Source: an optimization exercise on an open RTL-to-GDS flow (aim: a short achievable clock period and few clock cycles). Production flows keep margins and buffers that such runs may drop.
The RTL was checked by simulation tests, not by an equivalence proof against the original design.

==> umber: inputs <==
==> flow/design.v <==
package acc_cpu_pkg;
    localparam int word_width = 16;
    localparam int addr_width = 8;
    localparam int op_width   = 4;
    localparam int kind_width = 4;
    localparam int mem_words = 2 ** addr_width;
    typedef logic [word_width-1:0] word_t;
    typedef logic [addr_width-1:0] addr_t;
    typedef logic [op_width-1:0] alu_op_t;
    localparam alu_op_t alu_add  = 4'h0;
    localparam alu_op_t alu_sub  = 4'h1;
    localparam alu_op_t alu_mul  = 4'h2;
    localparam alu_op_t alu_div  = 4'h3;
    localparam alu_op_t alu_shl  = 4'h4;
    localparam alu_op_t alu_shr  = 4'h5;
    localparam alu_op_t alu_rol  = 4'h6;
    localparam alu_op_t alu_ror  = 4'h7;
    localparam alu_op_t alu_and  = 4'h8;
    localparam alu_op_t alu_or   = 4'h9;
    localparam alu_op_t alu_xor  = 4'ha;
    localparam alu_op_t alu_nor  = 4'hb;
    localparam alu_op_t alu_nand = 4'hc;
    localparam alu_op_t alu_xnor = 4'hd;
    localparam alu_op_t alu_gt   = 4'he;
    localparam alu_op_t alu_eq   = 4'hf;
    typedef enum logic [kind_width-1:0] {
        kind_halt  = 4'h0,
        kind_load  = 4'h1,
        kind_store = 4'h2,
        kind_alu   = 4'h3,
        kind_jump  = 4'h4,
        kind_jz    = 4'h5
    } kind_t;
    typedef struct packed {
        kind_t   kind;
        alu_op_t op;
        addr_t   addr;
    } instr_t;
    typedef enum logic [2:0] {
        st_idle,
        st_fetch,
        st_fetch_wait,
        st_decode,
        st_exec_read,
        st_exec_wait,
        st_write_back
    } seq_state_t;
endpackage
`timescale 1ns/10ps
module acc_alu (
    input  acc_cpu_pkg::alu_op_t operation,
    input  acc_cpu_pkg::word_t   operand_a,
    input  acc_cpu_pkg::word_t   operand_b,
    output acc_cpu_pkg::word_t   result
);
    logic [2*acc_cpu_pkg::word_width-1:0] product;
    acc_cpu_pkg::word_t                   quotient;
    assign product = operand_a * operand_b;
    always_comb begin
        if (operand_b == '0) begin
            quotient = '1;
        end else begin
            quotient = operand_a / operand_b;
        end
    end
    always_comb begin
        case (operation)
            acc_cpu_pkg::alu_add: begin
                result = operand_a + operand_b;
            end
            acc_cpu_pkg::alu_sub: begin
                result = operand_a - operand_b;
            end
            acc_cpu_pkg::alu_mul: begin
                result = product[acc_cpu_pkg::word_width-1:0];
            end
            acc_cpu_pkg::alu_div: begin
                result = quotient;
            end
            acc_cpu_pkg::alu_shl: begin
                result = {operand_a[14:0], 1'b0};
            end
            acc_cpu_pkg::alu_shr: begin
                result = {1'b0, operand_a[15:1]};
            end
            acc_cpu_pkg::alu_rol: begin
                result = {operand_a[14:0], operand_a[15]};
            end
            acc_cpu_pkg::alu_ror: begin
                result = {operand_a[0], operand_a[15:1]};
            end
            acc_cpu_pkg::alu_and: begin
                result = operand_a & operand_b;
            end
            acc_cpu_pkg::alu_or: begin
                result = operand_a | operand_b;
            end
            acc_cpu_pkg::alu_xor: begin
                result = operand_a ^ operand_b;
            end
            acc_cpu_pkg::alu_nor: begin
                result = ~(operand_a | operand_b);
            end
            acc_cpu_pkg::alu_nand: begin
                result = ~(operand_a & operand_b);
            end
            acc_cpu_pkg::alu_xnor: begin
                result = ~(operand_a ^ operand_b);
            end
            acc_cpu_pkg::alu_gt: begin
                result = {15'd0, operand_a > operand_b};
            end
            acc_cpu_pkg::alu_eq: begin
                result = {15'd0, operand_a == operand_b};
            end
            default: begin
                result = '0;
            end
        endcase
    end
endmodule
`timescale 1ns/10ps
module main_memory (
    input  logic               clk,
    input  logic               busy,
    input  logic               host_we,
    input  acc_cpu_pkg::addr_t host_addr,
    input  acc_cpu_pkg::word_t host_wdata,
    input  logic               cpu_we,
    input  acc_cpu_pkg::addr_t cpu_addr,
    input  acc_cpu_pkg::word_t cpu_wdata,
    output acc_cpu_pkg::word_t rdata
);
    acc_cpu_pkg::word_t ram [acc_cpu_pkg::mem_words];
    logic               sel_we;
    acc_cpu_pkg::addr_t sel_addr;
    acc_cpu_pkg::word_t sel_wdata;
    assign sel_we    = busy ? cpu_we    : host_we;
    assign sel_addr  = busy ? cpu_addr  : host_addr;
    assign sel_wdata = busy ? cpu_wdata : host_wdata;
    always_ff @(posedge clk) begin
        if (sel_we) begin
            ram[sel_addr] <= sel_wdata;
        end else begin
            rdata <= ram[sel_addr];
        end
    end
endmodule
`timescale 1ns/10ps
module cpu_control (
    input  logic                 clk,
    input  logic                 arst_n,
    input  logic                 start,
    input  acc_cpu_pkg::word_t   mem_rdata,
    input  acc_cpu_pkg::word_t   alu_result,
    output acc_cpu_pkg::addr_t   mem_addr,
    output acc_cpu_pkg::word_t   mem_wdata,
    output logic                 mem_we,
    output acc_cpu_pkg::alu_op_t alu_operation,
    output acc_cpu_pkg::word_t   alu_operand_a,
    output acc_cpu_pkg::word_t   alu_operand_b,
    output logic                 busy,
    output logic                 halted,
    output acc_cpu_pkg::word_t   acc,
    output acc_cpu_pkg::addr_t   pc
);
    acc_cpu_pkg::seq_state_t state;
    acc_cpu_pkg::instr_t ir;
    acc_cpu_pkg::addr_t  mar;
    acc_cpu_pkg::word_t  mbr;
    acc_cpu_pkg::instr_t fetched;
    acc_cpu_pkg::addr_t  pc_next;
    logic                acc_zero;
    logic                exec_phase;
    assign fetched  = acc_cpu_pkg::instr_t'(mem_rdata);
    assign pc_next  = pc + acc_cpu_pkg::addr_t'(1);
    assign acc_zero = (acc == '0);
    assign exec_phase = (state == acc_cpu_pkg::st_exec_read)
                        || (state == acc_cpu_pkg::st_exec_wait)
                        || (state == acc_cpu_pkg::st_write_back);
    assign mem_addr  = exec_phase ? mar : pc;
    assign mem_wdata = acc;
    assign mem_we    = (state == acc_cpu_pkg::st_write_back)
                       && (ir.kind == acc_cpu_pkg::kind_store);
    assign alu_operation = ir.op;
    assign alu_operand_a = acc;
    assign alu_operand_b = mbr;
    assign busy = (state != acc_cpu_pkg::st_idle);
    always_ff @(posedge clk or negedge arst_n) begin
        if (!arst_n) begin
            state  <= acc_cpu_pkg::st_idle;
            halted <= 1'b0;
            pc     <= '0;
            acc    <= '0;
        end else begin
            case (state)
                acc_cpu_pkg::st_idle: begin
                    if (start) begin
                        state  <= acc_cpu_pkg::st_fetch;
                        halted <= 1'b0;
                        pc     <= '0;
                    end
                end
                acc_cpu_pkg::st_fetch: begin
                    state <= acc_cpu_pkg::st_fetch_wait;
                end
                acc_cpu_pkg::st_fetch_wait: begin
                    state <= acc_cpu_pkg::st_decode;
                end
                acc_cpu_pkg::st_decode: begin
                    case (fetched.kind)
                        acc_cpu_pkg::kind_load,
                        acc_cpu_pkg::kind_alu: begin
                            pc    <= pc_next;
                            state <= acc_cpu_pkg::st_exec_read;
                        end
                        acc_cpu_pkg::kind_store: begin
                            pc    <= pc_next;
                            state <= acc_cpu_pkg::st_write_back;
                        end
                        acc_cpu_pkg::kind_jump: begin
                            pc    <= fetched.addr;
                            state <= acc_cpu_pkg::st_fetch;
                        end
                        acc_cpu_pkg::kind_jz: begin
                            if (acc_zero) begin
                                pc <= fetched.addr;
                            end else begin
                                pc <= pc_next;
                            end
                            state <= acc_cpu_pkg::st_fetch;
                        end
                        default: begin
                            state  <= acc_cpu_pkg::st_idle;
                            halted <= 1'b1;
                        end
                    endcase
                end
                acc_cpu_pkg::st_exec_read: begin
                    state <= acc_cpu_pkg::st_exec_wait;
                end
                acc_cpu_pkg::st_exec_wait: begin
                    state <= acc_cpu_pkg::st_write_back;
                end
                acc_cpu_pkg::st_write_back: begin
                    if (ir.kind == acc_cpu_pkg::kind_load) begin
                        acc <= mbr;
                    end else if (ir.kind == acc_cpu_pkg::kind_alu) begin
                        acc <= alu_result;
                    end
                    state <= acc_cpu_pkg::st_fetch;
                end
                default: begin
                    state <= acc_cpu_pkg::st_idle;
                end
            endcase
        end
    end
    always_ff @(posedge clk) begin
        if (state == acc_cpu_pkg::st_decode) begin
            ir  <= fetched;
            mar <= fetched.addr;
        end
        if (state == acc_cpu_pkg::st_exec_wait) begin
            mbr <= mem_rdata;
        end
    end
endmodule
`timescale 1ns/10ps
module acc_cpu_top (
    input  logic               clk,
    input  logic               arst_n,
    input  logic               start,
    input  logic               host_we,
    input  acc_cpu_pkg::addr_t host_addr,
    input  acc_cpu_pkg::word_t host_wdata,
    output acc_cpu_pkg::word_t host_rdata,
    output logic               busy,
    output logic               halted,
    output acc_cpu_pkg::word_t acc,
    output acc_cpu_pkg::addr_t pc
);
    acc_cpu_pkg::addr_t   mem_addr;
    acc_cpu_pkg::word_t   mem_wdata;
    acc_cpu_pkg::word_t   mem_rdata;
    logic                 mem_we;
    acc_cpu_pkg::alu_op_t alu_operation;
    acc_cpu_pkg::word_t   alu_operand_a;
    acc_cpu_pkg::word_t   alu_operand_b;
    acc_cpu_pkg::word_t   alu_result;
    cpu_control u_control (
        .clk           (clk),
        .arst_n        (arst_n),
        .start         (start),
        .mem_rdata     (mem_rdata),
        .alu_result    (alu_result),
        .mem_addr      (mem_addr),
        .mem_wdata     (mem_wdata),
        .mem_we        (mem_we),
        .alu_operation (alu_operation),
        .alu_operand_a (alu_operand_a),
        .alu_operand_b (alu_operand_b),
        .busy          (busy),
        .halted        (halted),
        .acc           (acc),
        .pc            (pc)
    );
    acc_alu u_alu (
        .operation (alu_operation),
        .operand_a (alu_operand_a),
        .operand_b (alu_operand_b),
        .result    (alu_result)
    );
    main_memory u_memory (
        .clk        (clk),
        .busy       (busy),
        .host_we    (host_we),
        .host_addr  (host_addr),
        .host_wdata (host_wdata),
        .cpu_we     (mem_we),
        .cpu_addr   (mem_addr),
        .cpu_wdata  (mem_wdata),
        .rdata      (mem_rdata)
    );
    assign host_rdata = mem_rdata;
endmodule
==> flow/run.sh <==
#!/bin/bash
# synth_recipe.tcl (not shown) runs the flow's synth.tcl, then flattens the netlist and writes it again
# the make line also repeats each setting of config.mk as NAME=value (left out here)
make -C /OpenROAD-flow-scripts/flow DESIGN_CONFIG=/design/flow/config.mk WORK_HOME=/design/flow/orfs CLKGATE_MAP_FILE= SYNTH_SCRIPT=/design/flow/synth_recipe.tcl finish
==> flow/config.mk <==
export PLATFORM = sky130hd
export DESIGN_NAME = acc_cpu_top
export DESIGN_NICKNAME = acc_cpu_top
export VERILOG_FILES = /design/flow/design.v
export SDC_FILE = /design/flow/constraint.sdc
export NUM_CORES = 4
export LEC_CHECK = 0
export CAP_MARGIN = 20
export CORE_MARGIN = 2
export CORE_UTILIZATION = 40
export SLEW_MARGIN = 20
export SYNTH_MEMORY_MAX_BITS = 8192
==> flow/constraint.sdc <==
create_clock -name core_clock -period 26.0 [get_ports {clk}]
set_input_delay 5.2000 -clock core_clock [delete_from_list [all_inputs] [get_ports {clk}]]
set_output_delay 5.2000 -clock core_clock [all_outputs]
set_load 0.01 [all_outputs]
==> lagoon (differences from umber) <==
--- a/flow/design.v
+++ b/flow/design.v
@@ -168,4 +168,2 @@
     acc_cpu_pkg::instr_t ir;
-    acc_cpu_pkg::addr_t  mar;
-    acc_cpu_pkg::word_t  mbr;
     acc_cpu_pkg::instr_t fetched;
@@ -173,3 +171,4 @@
     logic                acc_zero;
-    logic                exec_phase;
+    logic                dec;
+    logic                jz_taken;
     assign fetched  = acc_cpu_pkg::instr_t'(mem_rdata);
@@ -177,12 +176,22 @@
     assign acc_zero = (acc == '0);
-    assign exec_phase = (state == acc_cpu_pkg::st_exec_read)
-                        || (state == acc_cpu_pkg::st_exec_wait)
-                        || (state == acc_cpu_pkg::st_write_back);
-    assign mem_addr  = exec_phase ? mar : pc;
+    assign dec      = (state == acc_cpu_pkg::st_decode);
+    assign jz_taken = (fetched.kind == acc_cpu_pkg::kind_jz) && acc_zero;
+    always_comb begin
+        mem_addr = pc;
+        if (dec) begin
+            case (fetched.kind)
+                acc_cpu_pkg::kind_load,
+                acc_cpu_pkg::kind_alu,
+                acc_cpu_pkg::kind_store,
+                acc_cpu_pkg::kind_jump: mem_addr = fetched.addr;
+                acc_cpu_pkg::kind_jz:   mem_addr = jz_taken ? fetched.addr : pc_next;
+                default:                mem_addr = pc;
+            endcase
+        end
+    end
     assign mem_wdata = acc;
-    assign mem_we    = (state == acc_cpu_pkg::st_write_back)
-                       && (ir.kind == acc_cpu_pkg::kind_store);
+    assign mem_we    = dec && (fetched.kind == acc_cpu_pkg::kind_store);
     assign alu_operation = ir.op;
     assign alu_operand_a = acc;
-    assign alu_operand_b = mbr;
+    assign alu_operand_b = mem_rdata;
     assign busy = (state != acc_cpu_pkg::st_idle);
@@ -204,5 +213,2 @@
                 acc_cpu_pkg::st_fetch: begin
-                    state <= acc_cpu_pkg::st_fetch_wait;
-                end
-                acc_cpu_pkg::st_fetch_wait: begin
                     state <= acc_cpu_pkg::st_decode;
@@ -218,3 +224,3 @@
                             pc    <= pc_next;
-                            state <= acc_cpu_pkg::st_write_back;
+                            state <= acc_cpu_pkg::st_fetch;
                         end
@@ -222,11 +228,7 @@
                             pc    <= fetched.addr;
-                            state <= acc_cpu_pkg::st_fetch;
+                            state <= acc_cpu_pkg::st_decode;
                         end
                         acc_cpu_pkg::kind_jz: begin
-                            if (acc_zero) begin
-                                pc <= fetched.addr;
-                            end else begin
-                                pc <= pc_next;
-                            end
-                            state <= acc_cpu_pkg::st_fetch;
+                            pc    <= jz_taken ? fetched.addr : pc_next;
+                            state <= acc_cpu_pkg::st_decode;
                         end
@@ -239,14 +241,8 @@
                 acc_cpu_pkg::st_exec_read: begin
-                    state <= acc_cpu_pkg::st_exec_wait;
-                end
-                acc_cpu_pkg::st_exec_wait: begin
-                    state <= acc_cpu_pkg::st_write_back;
-                end
-                acc_cpu_pkg::st_write_back: begin
                     if (ir.kind == acc_cpu_pkg::kind_load) begin
-                        acc <= mbr;
-                    end else if (ir.kind == acc_cpu_pkg::kind_alu) begin
+                        acc <= mem_rdata;
+                    end else begin
                         acc <= alu_result;
                     end
-                    state <= acc_cpu_pkg::st_fetch;
+                    state <= acc_cpu_pkg::st_decode;
                 end
@@ -259,8 +255,4 @@
     always_ff @(posedge clk) begin
-        if (state == acc_cpu_pkg::st_decode) begin
-            ir  <= fetched;
-            mar <= fetched.addr;
-        end
-        if (state == acc_cpu_pkg::st_exec_wait) begin
-            mbr <= mem_rdata;
+        if (dec) begin
+            ir <= fetched;
         end
Settings changed: SETUP_SLACK_MARGIN set to 5.
==> sierra (differences from umber) <==
--- a/flow/design.v
+++ b/flow/design.v
@@ -168,4 +168,2 @@
     acc_cpu_pkg::instr_t ir;
-    acc_cpu_pkg::addr_t  mar;
-    acc_cpu_pkg::word_t  mbr;
     acc_cpu_pkg::instr_t fetched;
@@ -173,3 +171,4 @@
     logic                acc_zero;
-    logic                exec_phase;
+    logic                dec;
+    logic                jz_taken;
     assign fetched  = acc_cpu_pkg::instr_t'(mem_rdata);
@@ -177,12 +176,22 @@
     assign acc_zero = (acc == '0);
-    assign exec_phase = (state == acc_cpu_pkg::st_exec_read)
-                        || (state == acc_cpu_pkg::st_exec_wait)
-                        || (state == acc_cpu_pkg::st_write_back);
-    assign mem_addr  = exec_phase ? mar : pc;
+    assign dec      = (state == acc_cpu_pkg::st_decode);
+    assign jz_taken = (fetched.kind == acc_cpu_pkg::kind_jz) && acc_zero;
+    always_comb begin
+        mem_addr = pc;
+        if (dec) begin
+            case (fetched.kind)
+                acc_cpu_pkg::kind_load,
+                acc_cpu_pkg::kind_alu,
+                acc_cpu_pkg::kind_store,
+                acc_cpu_pkg::kind_jump: mem_addr = fetched.addr;
+                acc_cpu_pkg::kind_jz:   mem_addr = jz_taken ? fetched.addr : pc_next;
+                default:                mem_addr = pc;
+            endcase
+        end
+    end
     assign mem_wdata = acc;
-    assign mem_we    = (state == acc_cpu_pkg::st_write_back)
-                       && (ir.kind == acc_cpu_pkg::kind_store);
+    assign mem_we    = dec && (fetched.kind == acc_cpu_pkg::kind_store);
     assign alu_operation = ir.op;
     assign alu_operand_a = acc;
-    assign alu_operand_b = mbr;
+    assign alu_operand_b = mem_rdata;
     assign busy = (state != acc_cpu_pkg::st_idle);
@@ -204,5 +213,2 @@
                 acc_cpu_pkg::st_fetch: begin
-                    state <= acc_cpu_pkg::st_fetch_wait;
-                end
-                acc_cpu_pkg::st_fetch_wait: begin
                     state <= acc_cpu_pkg::st_decode;
@@ -218,3 +224,3 @@
                             pc    <= pc_next;
-                            state <= acc_cpu_pkg::st_write_back;
+                            state <= acc_cpu_pkg::st_fetch;
                         end
@@ -222,11 +228,7 @@
                             pc    <= fetched.addr;
-                            state <= acc_cpu_pkg::st_fetch;
+                            state <= acc_cpu_pkg::st_decode;
                         end
                         acc_cpu_pkg::kind_jz: begin
-                            if (acc_zero) begin
-                                pc <= fetched.addr;
-                            end else begin
-                                pc <= pc_next;
-                            end
-                            state <= acc_cpu_pkg::st_fetch;
+                            pc    <= jz_taken ? fetched.addr : pc_next;
+                            state <= acc_cpu_pkg::st_decode;
                         end
@@ -239,14 +241,8 @@
                 acc_cpu_pkg::st_exec_read: begin
-                    state <= acc_cpu_pkg::st_exec_wait;
-                end
-                acc_cpu_pkg::st_exec_wait: begin
-                    state <= acc_cpu_pkg::st_write_back;
-                end
-                acc_cpu_pkg::st_write_back: begin
                     if (ir.kind == acc_cpu_pkg::kind_load) begin
-                        acc <= mbr;
-                    end else if (ir.kind == acc_cpu_pkg::kind_alu) begin
+                        acc <= mem_rdata;
+                    end else begin
                         acc <= alu_result;
                     end
-                    state <= acc_cpu_pkg::st_fetch;
+                    state <= acc_cpu_pkg::st_decode;
                 end
@@ -259,8 +255,4 @@
     always_ff @(posedge clk) begin
-        if (state == acc_cpu_pkg::st_decode) begin
-            ir  <= fetched;
-            mar <= fetched.addr;
-        end
-        if (state == acc_cpu_pkg::st_exec_wait) begin
-            mbr <= mem_rdata;
+        if (dec) begin
+            ir <= fetched;
         end
==> notes <==
Sequential share of layout area: lagoon < sierra < umber. Of lagoon and sierra, lagoon has the higher clock skew (gap 0.029 ns). First-iteration DRC count, lowest first: umber, sierra, lagoon. In sierra the core utilization is higher than in umber, by 0.54 points. Synthesized area is the same in lagoon and sierra. Between umber and sierra, the lower synthesized cell count is in umber (gap 16%, measured against sierra). Via count, lowest first: umber, lagoon, sierra.
Testbench counts of umber, summed over its fixed seeds: cycles 323,025.
Testbench counts of lagoon, summed over its fixed seeds: cycles 116,705.
Testbench counts of sierra, summed over its fixed seeds: cycles 116,705.

port drivers added, routing unchanged:
In the flow no input, the clock included, has a driving cell. The finished layouts below were timed again as built, in two steps.
Step 1 (the two cells are an assumption about what drives the block):
set clk [get_ports {clk}]
set_driving_cell -lib_cell sky130_fd_sc_hd__clkbuf_16 $clk
set_driving_cell -lib_cell sky130_fd_sc_hd__buf_2 [delete_from_list [all_inputs] $clk]
Step 2 moves the port delays by t, midway between the first and last clock arrival at a register: inputs arrive t later, outputs are due t later. That takes back most of the time a late clock gives input paths.
Slacks: ideal / step 1 / step 2; pairs: ideal / step 1.
run | t (ns) | setup slack, ns | worst slew at a driven data input, ns
umber | 1.071 | 1.333 / 1.333 / 1.333 | 0.24
lagoon | 1.111 | 1.355 / 1.355 / 1.355 | 0.07
sierra | 1.114 | 1.095 / 1.095 / 1.095 | 0.17
After both steps every run listed still meets setup and hold.
